This is an optimization exercise on Yosys and OpenROAD, whose aim is small area, a short achievable clock period and few clock cycles per item, not a production implementation.
Only simulation tests tie the RTL to the original design; equivalence was not proved.
Power figures rest on the tool's default switching activity, not on a simulated workload.

==> job 2054 <==
==> flow/design.v <==
`timescale 1ns/1ps
`timescale 1ns/1ps
`timescale 1ns/1ps
`timescale 1ns/1ps
`timescale 1ns/1ps
`timescale 1ns/1ps
`timescale 1ns/1ps
`timescale 1ns/1ps
`timescale 1ns/1ps
`default_nettype none
module outLayerTop (
    input  wire        Clk,
    input  wire        rstN,
    input  wire        weightWrEn,
    input  wire [8:0]  weightWrAddr,
    input  wire [7:0]  weightWrData,
    input  wire        pixelWrEn,
    input  wire [4:0]  pixelWrIdx,
    input  wire [7:0]  pixelWrData,
    input  wire        start,
    output reg         busy,
    output reg         done,
    output reg         scoreValid,
    output reg  [3:0]  scoreIdx,
    output wire [23:0] scoreValue,
    output reg  [3:0]  classIdx,
    output wire [23:0] classScore
);
    localparam NT = 30;
    localparam NN = 10;
    integer i, j;
    reg rstQ, rstQ2;
    always @(posedge Clk) begin
        rstQ  <= ~rstN;
        rstQ2 <= rstQ;
    end
    wire [8:0] wa = weightWrAddr;
    wire [10:0] ge;
    assign ge[0]  = 1'b1;
    assign ge[1]  = (wa >= 9'd30);
    assign ge[2]  = (wa >= 9'd60);
    assign ge[3]  = (wa >= 9'd90);
    assign ge[4]  = (wa >= 9'd120);
    assign ge[5]  = (wa >= 9'd150);
    assign ge[6]  = (wa >= 9'd180);
    assign ge[7]  = (wa >= 9'd210);
    assign ge[8]  = (wa >= 9'd240);
    assign ge[9]  = (wa >= 9'd270);
    assign ge[10] = (wa >= 9'd300);
    wire [9:0]  rowHit = ge[9:0] & ~ge[10:1];
    wire [31:0] lowEq  = 32'd1 << wa[4:0];
    reg  [29:0] wColHit;
    integer k;
    always @* begin
        for (j = 0; j < NT; j = j + 1) begin
            wColHit[j] = 1'b0;
            for (k = 0; k < NN; k = k + 1)
                wColHit[j] = wColHit[j] | (rowHit[k] & lowEq[(30 * k + j) % 32]);
        end
    end
    wire [31:0] pHit32  = 32'd1 << pixelWrIdx;
    wire [29:0] pColHit = pHit32[29:0];
    wire        wV = weightWrEn & ~ge[10];
    wire        pV = pixelWrEn & (pixelWrIdx < 5'd30);
    wire        rcSlot;
    wire [29:0] rcColOH;
    reg        s1_ww, s1_pw, s1_rc, s1_dual2;
    reg [9:0]  s1_rowOH;
    reg [29:0] s1_wColOH, s1_rdColOH;
    reg [7:0]  s1_wData, s1_pData;
    always @(posedge Clk) begin
        if (!rstN) begin
            s1_ww     <= 1'b0;
            s1_pw     <= 1'b0;
            s1_rc     <= 1'b0;
            s1_dual2  <= 1'b0;
            s1_rowOH  <= '0;
            s1_wColOH <= '0;
        end else begin
            s1_ww     <= wV;
            s1_pw     <= pV;
            s1_rc     <= rcSlot;
            s1_dual2  <= wV & pV & ((wColHit & pColHit) == 30'd0);
            s1_rowOH  <= wV ? rowHit : 10'd0;
            s1_wColOH <= wV ? wColHit : 30'd0;
        end
        s1_rdColOH <= rcSlot ? rcColOH : (pV ? pColHit : wColHit);
        s1_wData   <= weightWrData;
        s1_pData   <= pixelWrData;
    end
    reg [7:0] W [0:NN-1][0:NT-1];
    reg [7:0] P [0:NT-1];
    wire [7:0] wdEff = rstQ ? 8'd0 : s1_wData;
    wire [7:0] pdEff = rstQ ? 8'd0 : s1_pData;
    wire [9:0]  rowE = s1_rowOH | {NN{rstQ}};
    wire [29:0] colE = s1_wColOH | {NT{rstQ}};
    wire [29:0] pixE = (s1_rdColOH & {NT{s1_pw}}) | {NT{rstQ}};
    genvar gn, gt;
    generate
        for (gn = 0; gn < NN; gn = gn + 1) begin : gRow
            for (gt = 0; gt < NT; gt = gt + 1) begin : gCol
                always @(posedge Clk) begin
                    if (rowE[gn] & colE[gt]) W[gn][gt] <= wdEff;
                end
            end
        end
        for (gt = 0; gt < NT; gt = gt + 1) begin : gPix
            always @(posedge Clk) begin
                if (pixE[gt]) P[gt] <= pdEff;
            end
        end
    endgenerate
    reg [7:0] Wcol [0:NN-1];
    reg [7:0] Pc;
    always @* begin
        for (i = 0; i < NN; i = i + 1) begin
            Wcol[i] = 8'd0;
            for (j = 0; j < NT; j = j + 1)
                Wcol[i] = Wcol[i] | (W[i][j] & {8{s1_rdColOH[j]}});
        end
        Pc = 8'd0;
        for (j = 0; j < NT; j = j + 1)
            Pc = Pc | (P[j] & {8{s1_rdColOH[j]}});
    end
    reg        r_ww, r_pw, r_rc;
    reg [9:0]  r_rowOH;
    reg [7:0]  r_wData, r_pData, r_P;
    reg [7:0]  r_W [0:NN-1];
    always @(posedge Clk) begin
        if (!rstN) begin
            r_ww    <= 1'b0;
            r_pw    <= 1'b0;
            r_rc    <= 1'b0;
            r_rowOH <= 10'd0;
        end else begin
            r_ww    <= s1_ww;
            r_pw    <= s1_pw;
            r_rc    <= s1_rc;
            r_rowOH <= s1_rowOH;
        end
        for (i = 0; i < NN; i = i + 1)
            r_W[i] <= Wcol[i];
        r_P     <= Pc;
        r_wData <= s1_wData;
        r_pData <= s1_pData;
    end
    reg [7:0] Wn0;
    always @* begin
        Wn0 = 8'd0;
        for (i = 0; i < NN; i = i + 1)
            Wn0 = Wn0 | (r_W[i] & {8{r_rowOH[i]}});
    end
    wire [8:0] dw    = {r_wData[7], r_wData} - {Wn0[7], Wn0};
    wire [8:0] ndw   = {Wn0[7], Wn0} - {r_wData[7], r_wData};
    wire [8:0] dp    = r_rc ? {r_P[7], r_P} : ({r_pData[7], r_pData} - {r_P[7], r_P});
    wire [8:0] ndp   = r_rc ? (9'd0 - {r_P[7], r_P}) : ({r_P[7], r_P} - {r_pData[7], r_pData});
    wire       wOnly = r_ww & ~r_pw;
    wire       dual1 = r_ww & r_pw & (r_P != 8'd0) & (r_wData != Wn0);
    reg [7:0] s2_A [0:NN-1];
    reg [8:0] s2_B, s2_nB;
    reg       s2_dual1;
    always @(posedge Clk) begin
        if (!rstN) s2_dual1 <= 1'b0;
        else       s2_dual1 <= dual1;
        for (i = 0; i < NN; i = i + 1) begin
            if (r_rowOH[i])
                s2_A[i] <= wOnly ? r_P : r_wData;
            else if (r_pw | r_rc)
                s2_A[i] <= r_W[i];
            else
                s2_A[i] <= 8'd0;
        end
        s2_B  <= wOnly ? dw : dp;
        s2_nB <= wOnly ? ndw : ndp;
    end
    reg [19:0] s3_ps [0:NN-1];
    reg [19:0] s3_pc [0:NN-1];
    function automatic [39:0] boothCsa(input [7:0] a, input [8:0] b, input [8:0] nb);
        reg [8:0]  ax;
        reg [9:0]  pp;
        reg [19:0] r0, r1, r2, r3, x1, y1, x2, y2;
        reg        pos1, pos2, neg1, neg2;
        integer    jj;
        begin
            ax = {a, 1'b0};
            r0 = 20'd0; r1 = 20'd0; r2 = 20'd0; r3 = 20'd0;
            for (jj = 0; jj < 4; jj = jj + 1) begin
                pos1 = ~ax[2*jj+2] & (ax[2*jj+1] ^ ax[2*jj]);
                pos2 = ~ax[2*jj+2] & ax[2*jj+1] & ax[2*jj];
                neg1 =  ax[2*jj+2] & (ax[2*jj+1] ^ ax[2*jj]);
                neg2 =  ax[2*jj+2] & ~ax[2*jj+1] & ~ax[2*jj];
                pp = ({10{pos1}} & {b[8], b})  | ({10{pos2}} & {b, 1'b0}) |
                     ({10{neg1}} & {nb[8], nb}) | ({10{neg2}} & {nb, 1'b0});
                case (jj)
                    0: r0 = {8'd0, ~pp[9], pp[9], pp[9], pp[8:0]};
                    1: r1 = {9'd0, 1'b1, ~pp[9], pp[8:0]} << 2;
                    2: r2 = {9'd0, 1'b1, ~pp[9], pp[8:0]} << 4;
                    default: r3 = {6'd0, 4'hf, ~pp[9], pp[8:0]} << 6;
                endcase
            end
            x1 = r0 ^ r1 ^ r2;
            y1 = ((r0 & r1) | (r0 & r2) | (r1 & r2)) << 1;
            x2 = x1 ^ y1 ^ r3;
            y2 = ((x1 & y1) | (x1 & r3) | (y1 & r3)) << 1;
            boothCsa = {x2, y2};
        end
    endfunction
    always @(posedge Clk) begin
        for (i = 0; i < NN; i = i + 1)
            {s3_ps[i], s3_pc[i]} <= boothCsa(s2_A[i], s2_B, s2_nB);
    end
    reg  [19:0] S [0:NN-1];
    wire        clrS;
    reg  [19:0] Snext [0:NN-1];
    always @* begin
        for (i = 0; i < NN; i = i + 1)
            Snext[i] = S[i] + s3_ps[i] + s3_pc[i];
    end
    always @(posedge Clk) begin
        for (i = 0; i < NN; i = i + 1)
            S[i] <= (rstQ | rstQ2 | clrS) ? 20'd0 : Snext[i];
    end
    localparam [2:0] ST_IDLE = 3'd0, ST_WAIT = 3'd1, ST_RC = 3'd2, ST_DRAIN = 3'd3,
                     ST_OUT = 3'd4;
    reg [2:0]  state;
    reg [1:0]  wc;
    reg [29:0] rcOH;
    reg        dirty;
    reg [9:0]  outOH;
    reg [3:0]  outCnt;
    reg        first;
    reg [19:0] scoreR, classR, nxt;
    assign rcSlot  = (state == ST_RC);
    assign rcColOH = rcOH;
    assign clrS    = (state == ST_RC) && rcOH[0];
    reg [19:0] Snx;
    always @* begin
        Snx = 20'd0;
        for (i = 2; i < NN; i = i + 1)
            Snx = Snx | (S[i] & {20{outOH[i-1]}});
    end
    wire takeNew = {~nxt[19], nxt[18:0]} > {~classR[19], classR[18:0]};
    assign scoreValue = {{4{scoreR[19]}}, scoreR};
    assign classScore = {{4{classR[19]}}, classR};
    always @(posedge Clk) begin
        if (!rstN) begin
            state      <= ST_IDLE;
            busy       <= 1'b0;
            done       <= 1'b0;
            scoreValid <= 1'b0;
            scoreIdx   <= 4'd0;
            classIdx   <= 4'd0;
            classR     <= 20'd0;
            dirty      <= 1'b0;
            wc         <= 2'd0;
            rcOH       <= 30'd0;
            outOH      <= 10'd0;
            outCnt     <= 4'd0;
            first      <= 1'b0;
        end else begin
            if (s1_dual2 | s2_dual1) dirty <= 1'b1;
            case (state)
                ST_IDLE: begin
                    done       <= 1'b0;
                    scoreValid <= 1'b0;
                    if (start) begin
                        busy  <= 1'b1;
                        state <= ST_WAIT;
                        wc    <= 2'd0;
                    end
                end
                ST_WAIT: begin
                    wc <= wc + 2'd1;
                    if (wc == 2'd0) begin
                    end else if (dirty | s2_dual1) begin
                        dirty <= 1'b0;
                        state <= ST_RC;
                        rcOH  <= 30'd1;
                    end else begin
                        state  <= ST_OUT;
                        outOH  <= 10'd1;
                        outCnt <= 4'd0;
                        first  <= 1'b1;
                    end
                end
                ST_RC: begin
                    rcOH <= {rcOH[28:0], 1'b0};
                    if (rcOH[29]) begin
                        state <= ST_DRAIN;
                        wc    <= 2'd0;
                    end
                end
                ST_DRAIN: begin
                    wc <= wc + 2'd1;
                    if (wc == 2'd2) begin
                        state  <= ST_OUT;
                        outOH  <= 10'd1;
                        outCnt <= 4'd0;
                        first  <= 1'b1;
                    end
                end
                ST_OUT: begin
                    first <= 1'b0;
                    if (done) begin
                        state      <= ST_IDLE;
                        busy       <= 1'b0;
                        done       <= 1'b0;
                        scoreValid <= 1'b0;
                    end else begin
                        scoreValid <= 1'b1;
                        scoreIdx   <= outCnt;
                        outCnt     <= outCnt + 4'd1;
                        outOH      <= {outOH[8:0], 1'b0};
                        done       <= outOH[9];
                        if (first) begin
                            classIdx <= 4'd0;
                            classR   <= Snext[0];
                        end else if (takeNew) begin
                            classIdx <= outCnt;
                            classR   <= nxt;
                        end
                    end
                end
                default: state <= ST_IDLE;
            endcase
        end
    end
    always @(posedge Clk) begin
        scoreR <= first ? Snext[0] : nxt;
        nxt    <= first ? Snext[1] : Snx;
    end
endmodule
`default_nettype wire
==> flow/run.sh <==
#!/bin/bash
# synth_recipe.tcl (not shown) runs the flow's synth.tcl, then flattens the netlist and writes it again
# the make line also repeats each setting of config.mk as NAME=value (left out here)
make -C /OpenROAD-flow-scripts/flow DESIGN_CONFIG=/design/flow/config.mk WORK_HOME=/design/flow/orfs CLKGATE_MAP_FILE= SYNTH_SCRIPT=/design/flow/synth_recipe.tcl finish
==> flow/config.mk <==
export PLATFORM = sky130hd
export DESIGN_NAME = outLayerTop
export DESIGN_NICKNAME = outLayerTop
export VERILOG_FILES = /design/flow/design.v
export SDC_FILE = /design/flow/constraint.sdc
export NUM_CORES = 4
export LEC_CHECK = 0
export ABC_AREA = 1
export CAP_MARGIN = 20
export CORE_MARGIN = 2
export CORE_UTILIZATION = 55
export SETUP_SLACK_MARGIN = 3.5
export SLEW_MARGIN = 20
==> flow/constraint.sdc <==
create_clock -name core_clock -period 6.0 [get_ports {Clk}]
set_input_delay 1.2000 -clock core_clock [delete_from_list [all_inputs] [get_ports {Clk}]]
set_output_delay 1.2000 -clock core_clock [all_outputs]
set_load 0.01 [all_outputs]
==> job 8598: changes against job 2054 <==
--- a/flow/design.v
+++ b/flow/design.v
@@ -68,3 +68,4 @@
     reg [9:0]  s1_rowOH;
-    reg [29:0] s1_wColOH, s1_rdColOH;
+    reg [29:0] s1_rdColOH;
+    reg [4:0]  s1_pIdx;
     reg [7:0]  s1_wData, s1_pData;
@@ -77,3 +78,2 @@
             s1_rowOH  <= '0;
-            s1_wColOH <= '0;
         end else begin
@@ -84,5 +84,5 @@
             s1_rowOH  <= wV ? rowHit : 10'd0;
-            s1_wColOH <= wV ? wColHit : 30'd0;
         end
-        s1_rdColOH <= rcSlot ? rcColOH : (pV ? pColHit : wColHit);
+        s1_rdColOH <= rcSlot ? rcColOH : (wV ? wColHit : pColHit);
+        s1_pIdx    <= pixelWrIdx;
         s1_wData   <= weightWrData;
@@ -92,7 +92,7 @@
     reg [7:0] P [0:NT-1];
-    wire [7:0] wdEff = rstQ ? 8'd0 : s1_wData;
     wire [7:0] pdEff = rstQ ? 8'd0 : s1_pData;
     wire [9:0]  rowE = s1_rowOH | {NN{rstQ}};
-    wire [29:0] colE = s1_wColOH | {NT{rstQ}};
-    wire [29:0] pixE = (s1_rdColOH & {NT{s1_pw}}) | {NT{rstQ}};
+    wire [29:0] colE = s1_rdColOH | {NT{rstQ}};
+    wire [31:0] pIdxOH = 32'd1 << s1_pIdx;
+    wire [29:0] pixE = (pIdxOH[29:0] & {NT{s1_pw}}) | {NT{rstQ}};
     genvar gn, gt;
@@ -102,3 +102,3 @@
                 always @(posedge Clk) begin
-                    if (rowE[gn] & colE[gt]) W[gn][gt] <= wdEff;
+                    if (rowE[gn] & colE[gt]) W[gn][gt] <= s1_wData & {8{s1_rowOH[gn]}};
                 end
@@ -226,3 +226,3 @@
     reg [1:0]  wc;
-    reg [29:0] rcOH;
+    reg [4:0]  rcCnt;
     reg        dirty;
@@ -233,4 +233,4 @@
     assign rcSlot  = (state == ST_RC);
-    assign rcColOH = rcOH;
-    assign clrS    = (state == ST_RC) && rcOH[0];
+    assign rcColOH = 30'd1 << rcCnt;
+    assign clrS    = (state == ST_RC) && (rcCnt == 5'd0);
     reg [19:0] Snx;
@@ -255,3 +255,3 @@
             wc         <= 2'd0;
-            rcOH       <= 30'd0;
+            rcCnt      <= 5'd0;
             outOH      <= 10'd0;
@@ -277,3 +277,3 @@
                         state <= ST_RC;
-                        rcOH  <= 30'd1;
+                        rcCnt <= 5'd0;
                     end else begin
@@ -286,4 +286,4 @@
                 ST_RC: begin
-                    rcOH <= {rcOH[28:0], 1'b0};
-                    if (rcOH[29]) begin
+                    rcCnt <= rcCnt + 5'd1;
+                    if (rcCnt == 5'd29) begin
                         state <= ST_DRAIN;
--- a/flow/config.mk
+++ b/flow/config.mk
@@ -11,3 +11,5 @@
 export CORE_UTILIZATION = 55
-export SETUP_SLACK_MARGIN = 3.5
+export CTS_CLUSTER_DIAMETER = 80
+export CTS_CLUSTER_SIZE = 25
+export SETUP_SLACK_MARGIN = 3.3
 export SLEW_MARGIN = 20
==> comparison table <==
metric                                                          job 8598        job 2054
Outcome                                                   finished clean  finished clean
Area fraction of clock buffers and clock inverters                 3.45%           6.78%
DRC marker count from the first detailed-route iteration           14511           15314
Critical path launch point                                 s1_rdColOH[4]   s1_rdColOH[9]
Routing usage on met1                                              50.6%           52.4%
Compound-gate portion of the synthesized area                      10.2%           10.1%
Combinational Power Share                                          35.6%           33.3%
Layout non-clock buf frac                                          2.65%           4.19%
Overall via count from detail_route                               108901          112658
Share of the synthesized area in the top cell type                 52.8%           52.6%
Critical R2R Launch                                        s1_rdColOH[4]   s1_rdColOH[9]
Measured slew at the worst slew-check pin                        1.19 ns         1.22 ns
Number of clock buffer instances in the layout                       234             476
Routed len/inst                                                  30.6 µm         31.6 µm
Post-DP HPWL                                                   346000 µm       339000 µm
Cells after Synth                                                  13372           13365
Post-Synthesis Mean Instance Area                               11.2 µm²        11.3 µm²
R2r worst-path depth                                                   5               7
Overall die width                                                 526 µm          527 µm
Net switching power                                             28000 µW        29900 µW
Total Wirelength                                               522000 µm       557000 µm
CTS clock-pin slew for the worst setup and hold paths            0.10 ns         0.06 ns
Ratio of routed vias to standard cells                              6.39            6.38
Initial Util                                                       55.4%           55.2%
Testbench counts of job 2054, summed over its fixed seeds: cycles 2,808, items 64.
Testbench counts of job 8598, summed over its fixed seeds: cycles 2,808, items 64.

static timing again, ports no longer ideal:
The results above use ideal ports. As a check the final layouts listed here were re-extracted and re-timed, cells and wires unchanged. Step 1, drivers: a clkbuf_16 drives Clk and a buf_2 each remaining input, both assumed. Step 2 times the ports against the registers' clock, not the clock port: input delays grow and output delays shrink by t, the midpoint of the rising clock arrivals with the driver on. Slacks: ideal ports / drivers / drivers and shift; pairs: ideal ports / drivers.
run	t, ns	setup slack, ns	hold slack, ns
job 2054	1.034	3.306 / 3.236 / 2.648	0.356 / 0.356 / 0.356
job 8598	1.010	3.196 / 3.196 / 2.304	0.426 / 0.426 / 0.426
After both steps setup and hold are still met in every run listed. The setup slack of job 8598, which loses most, moves by 0.000 ns with the drivers and by -0.892 ns with both steps.
